From an optimization exercise on the open Yosys and OpenROAD flow, aimed at a short achievable clock period and few clock cycles per item; shortcuts taken in it are not production practice. In this exercise RTL edits were held to simulation tests only and were not proved equivalent to the original. Power and IR drop assume default switching activity.

rev 12:
## cpu_top
module cpu_top (
    input  logic        clk,
    input  logic        reset,
    output logic [9:0]  instr_addr,
    input  logic [17:0] instr_data,
    output logic [9:0]  mem_addr,
    output logic [17:0] mem_wdata,
    output logic        mem_we,
    output logic        mem_re,
    input  logic [17:0] mem_rdata
);
clock: 6.0 ns
lec_check: 0
cap_margin: 20
core_margin: 2
core_utilization: 40
gpl_timing_driven: 1
setup_slack_margin: 3.4
slew_margin: 20
run.sh (not shown) runs the stock make flow with config.mk's settings and CLKGATE_MAP_FILE= SYNTH_SCRIPT=/design/flow/synth_recipe.tcl, a recipe that flattens the netlist after the stock synthesis.
Testbench counts of rev 12, summed over its fixed seeds: cycles 95,621, instrs 84,944.
Setup changes, rev 12 to rev 13
# rev 12
export LEC_CHECK = 0
export CAP_MARGIN = 20
export CORE_MARGIN = 2
export CORE_UTILIZATION = 40
export GPL_TIMING_DRIVEN = 1
export SETUP_SLACK_MARGIN = 3.4
export SLEW_MARGIN = 20
create_clock -name core_clock -period 6.0 [get_ports {clk}]
# rev 13
export LEC_CHECK = 0
export CAP_MARGIN = 20
export CORE_MARGIN = 2
export CORE_UTILIZATION = 55
export GPL_TIMING_DRIVEN = 1
export SETUP_SLACK_MARGIN = 3.4
export SLEW_MARGIN = 20
create_clock -name core_clock -period 6.0 [get_ports {clk}]
==> run notes <==
- Across rev 13 and rev 12, the outcome is the same: a clean finish for every run.
- Rev 13 vs rev 12: initial antenna violation count down
- Side by side, met1 usage in global routing turned out higher in rev 13 than in rev 12.
- Of rev 13 and rev 12, rev 13 shows the higher via count, with rev 12 below it.

========
cpu_top, a different RTL version from the one above (not shown whole).
Size: about 4,200 cells after synthesis, roughly 880 flip-flops, about 78 I/O pins, ~0.043 mm² of cells after synthesis.
==> flow/config.mk <==
export PLATFORM = sky130hd
export DESIGN_NAME = cpu_top
export DESIGN_NICKNAME = cpu_top
export VERILOG_FILES = /design/flow/design.v
export SDC_FILE = /design/flow/constraint.sdc
export NUM_CORES = 4
export LEC_CHECK = 0
export CAP_MARGIN = 20
export CORE_MARGIN = 2
export CORE_UTILIZATION = 50
export CTS_CLUSTER_DIAMETER = 60
export CTS_CLUSTER_SIZE = 24
export GPL_TIMING_DRIVEN = 1
export SETUP_SLACK_MARGIN = 3.5
export SLEW_MARGIN = 20
==> flow/constraint.sdc <==
create_clock -name core_clock -period 6.0 [get_ports {clk}]
set_input_delay 1.2000 -clock core_clock [delete_from_list [all_inputs] [get_ports {clk}]]
set_output_delay 1.2000 -clock core_clock [all_outputs]
set_load 0.01 [all_outputs]
Testbench counts at the start, summed over its fixed seeds: cycles 93,623, instrs 84,944.
Then changed:
- CORE_UTILIZATION: 50 -> 45
- CTS_CLUSTER_DIAMETER: 60 -> not set
- CTS_CLUSTER_SIZE: 24 -> not set
What happened: Global-route usage falls by 3.0 points; final cell count rises by 2.8%; die area rises by 11%; maximum frequency hardly moves; via count barely changes.
Then changed:
- CORE_UTILIZATION: 45 -> 50
- PLACE_DENSITY_LB_ADDON: not set -> 0.1
=> Cell count goes down by a few percent. Clock power went up slightly. Global-route usage goes up by 3.4 points. Count of clock-buffer cells in the layout climbs by 7. Non-clock buffer count went down by 21. Power climbs slightly. Critical path depth grows by 1. Cell area is lower slightly. Register-to-register slack gets worse by 20 ps. Utilization rose by 5.6 points. Setup slack improves by 6.4 ps.

========
cpu_top, a different RTL version from the one above (not shown whole).
For scale: ~3300 cells after synthesis, ~750 flip-flops, about 78 I/O pins, about 37000 um^2 of cells after synthesis.
export LEC_CHECK = 0
export CAP_MARGIN = 20
export CORE_MARGIN = 2
export CORE_UTILIZATION = 40
export GPL_TIMING_DRIVEN = 1
export SETUP_SLACK_MARGIN = 3.4
export SLEW_MARGIN = 20
create_clock -name core_clock -period 6.0 [get_ports {clk}]
Testbench counts at the start, summed over its fixed seeds: cycles 92,650, instrs 84,944.
Rerun with:
- ABC_CLOCK_PERIOD_IN_PS: unset -> 2000
- SETUP_SLACK_MARGIN: 3.4 -> 4.0
What happened: Die area stays the same; final area came out higher by a few percent; global-route usage came out higher by 0.99 points; non-clock buffer count climbs by 121; core utilization rose by 2.4 points; via count goes up by a few percent.

========
cpu_top, a different RTL version from the one above (not shown whole).
Size: about 4200 cells after synthesis, ~870 flip-flops, roughly 78 I/O pins.
Settings: LEC_CHECK=0, CAP_MARGIN=20, CORE_MARGIN=2, CORE_UTILIZATION=50, GPL_TIMING_DRIVEN=1, SETUP_SLACK_MARGIN=3.6, SLEW_MARGIN=20; clock period 6.0 ns.
The starting point ran to the end with no violations.
Testbench counts at the start, summed over its fixed seeds: cycles 93,623, instrs 84,944.
Then changed:
Settings changed: SETUP_SLACK_MARGIN 3.6 to 3.5.
After rerunning: Utilization is lower by 0.78 points; setup slack got worse by 37 ps; synthesized area is unchanged; design area decreases by 1.3%; combinational power fell by 3.7%; sequential power barely changes; die area stays the same; total power drops by about 0.75%; global-route usage is about the same; worst hold slack hardly moves.

========
## oak
Another version of the RTL of cpu_top (not shown whole).
For scale: roughly 3800 cells after synthesis, roughly 840 flip-flops, ~0.042 mm^2 of cells after synthesis.
clock: 6.0 ns
lec_check: 0
cap_margin: 20
core_margin: 2
core_utilization: 55
gpl_routability_driven: 0
gpl_timing_driven: 1
setup_slack_margin: 3.4
slew_margin: 20
Testbench counts of oak, summed over its fixed seeds: cycles 93,623, instrs 84,944.
#### Input delta (pine over oak)
- removing GPL_ROUTABILITY_DRIVEN (formerly 0)
- changing SETUP_SLACK_MARGIN from 3.4 to 3.8
Results
pine -> oak: number of gates on the worst path with buffers counted delta 0, exact match
The setup slack reported for pine is greater than that of oak by 0.0040 ns.
Setup slack after placement sits lower in pine than in oak.
Routed wire in pine totals more than in oak.
Compared with oak, in pine routed length on met1 moved up, met3 layer usage reported by global route lower.
Changes in birch relative to pine:
- SETUP_SLACK_MARGIN: 3.8 -> 3.4
- CORE_UTILIZATION: 55 -> 65
Results
- birch vs pine — clock-buffer cell count dropped by a little under 10%
- Power share of the sequential group: birch vs pine up 2.3 points
- Delta (birch minus pine): synthesized cell count held steady; hold slack did not really move; final standard cell area without fillers decreased by about 6.4% relative to the old numbers.

afterwards: timing with drivers on the ports:
How much do the figures lean on ideal ports? The routed layouts below were timed once more, with nothing changed but the port constraints. Step 1 assumes that a clkbuf_16 drives the clock port and a buf_2 every other input. Step 2 moves the port delays by t, midway between the first and last clock arrival at a register: inputs arrive t later, outputs are due t later. That takes back most of the time a late clock gives input paths. Three values: ideal ports, drivers, drivers and shift; two values: the first two.
run	shift t [ns]	setup slack, ns	worst hold slack (ns)	worst setup path at the end
rev 12	0.720	2.953 / 2.863 / 2.143	0.360 / 0.360 / 0.360	input to register
rev 13	0.684	3.044 / 3.067 / 2.383	0.375 / 0.375 / 0.375	input to register
the first run of note 2	0.720	3.482 / 3.426 / 2.823	0.355 / 0.355 / 0.355	input to register
the second run of note 2	0.762	3.475 / 3.417 / 2.714	0.375 / 0.375 / 0.375	input to register
the third run of note 2	0.730	3.482 / 3.449 / 2.835	0.354 / 0.354 / 0.354	input to register
the first run of note 3	0.702	2.805 / 2.805 / 2.357	0.393 / 0.393 / 0.393	input to register
the second run of note 3	0.720	2.775 / 2.775 / 2.507	0.384 / 0.384 / 0.384	input to register
the first run of note 4	0.743	3.334 / 3.334 / 2.821	0.377 / 0.377 / 0.377	input to register
the second run of note 4	0.744	3.298 / 3.298 / 2.755	0.377 / 0.377 / 0.377	input to register
oak	0.720	3.271 / 3.261 / 2.794	0.377 / 0.377 / 0.377	input to register
pine	0.722	3.275 / 3.275 / 2.771	0.378 / 0.378 / 0.378	input to register
birch	0.700	3.284 / 3.284 / 2.807	0.377 / 0.377 / 0.377	input to register
After both steps every run listed still meets setup and hold. For rev 12, which loses most, drivers alone change the setup slack by -0.090 ns; drivers and shift together by -0.810 ns.
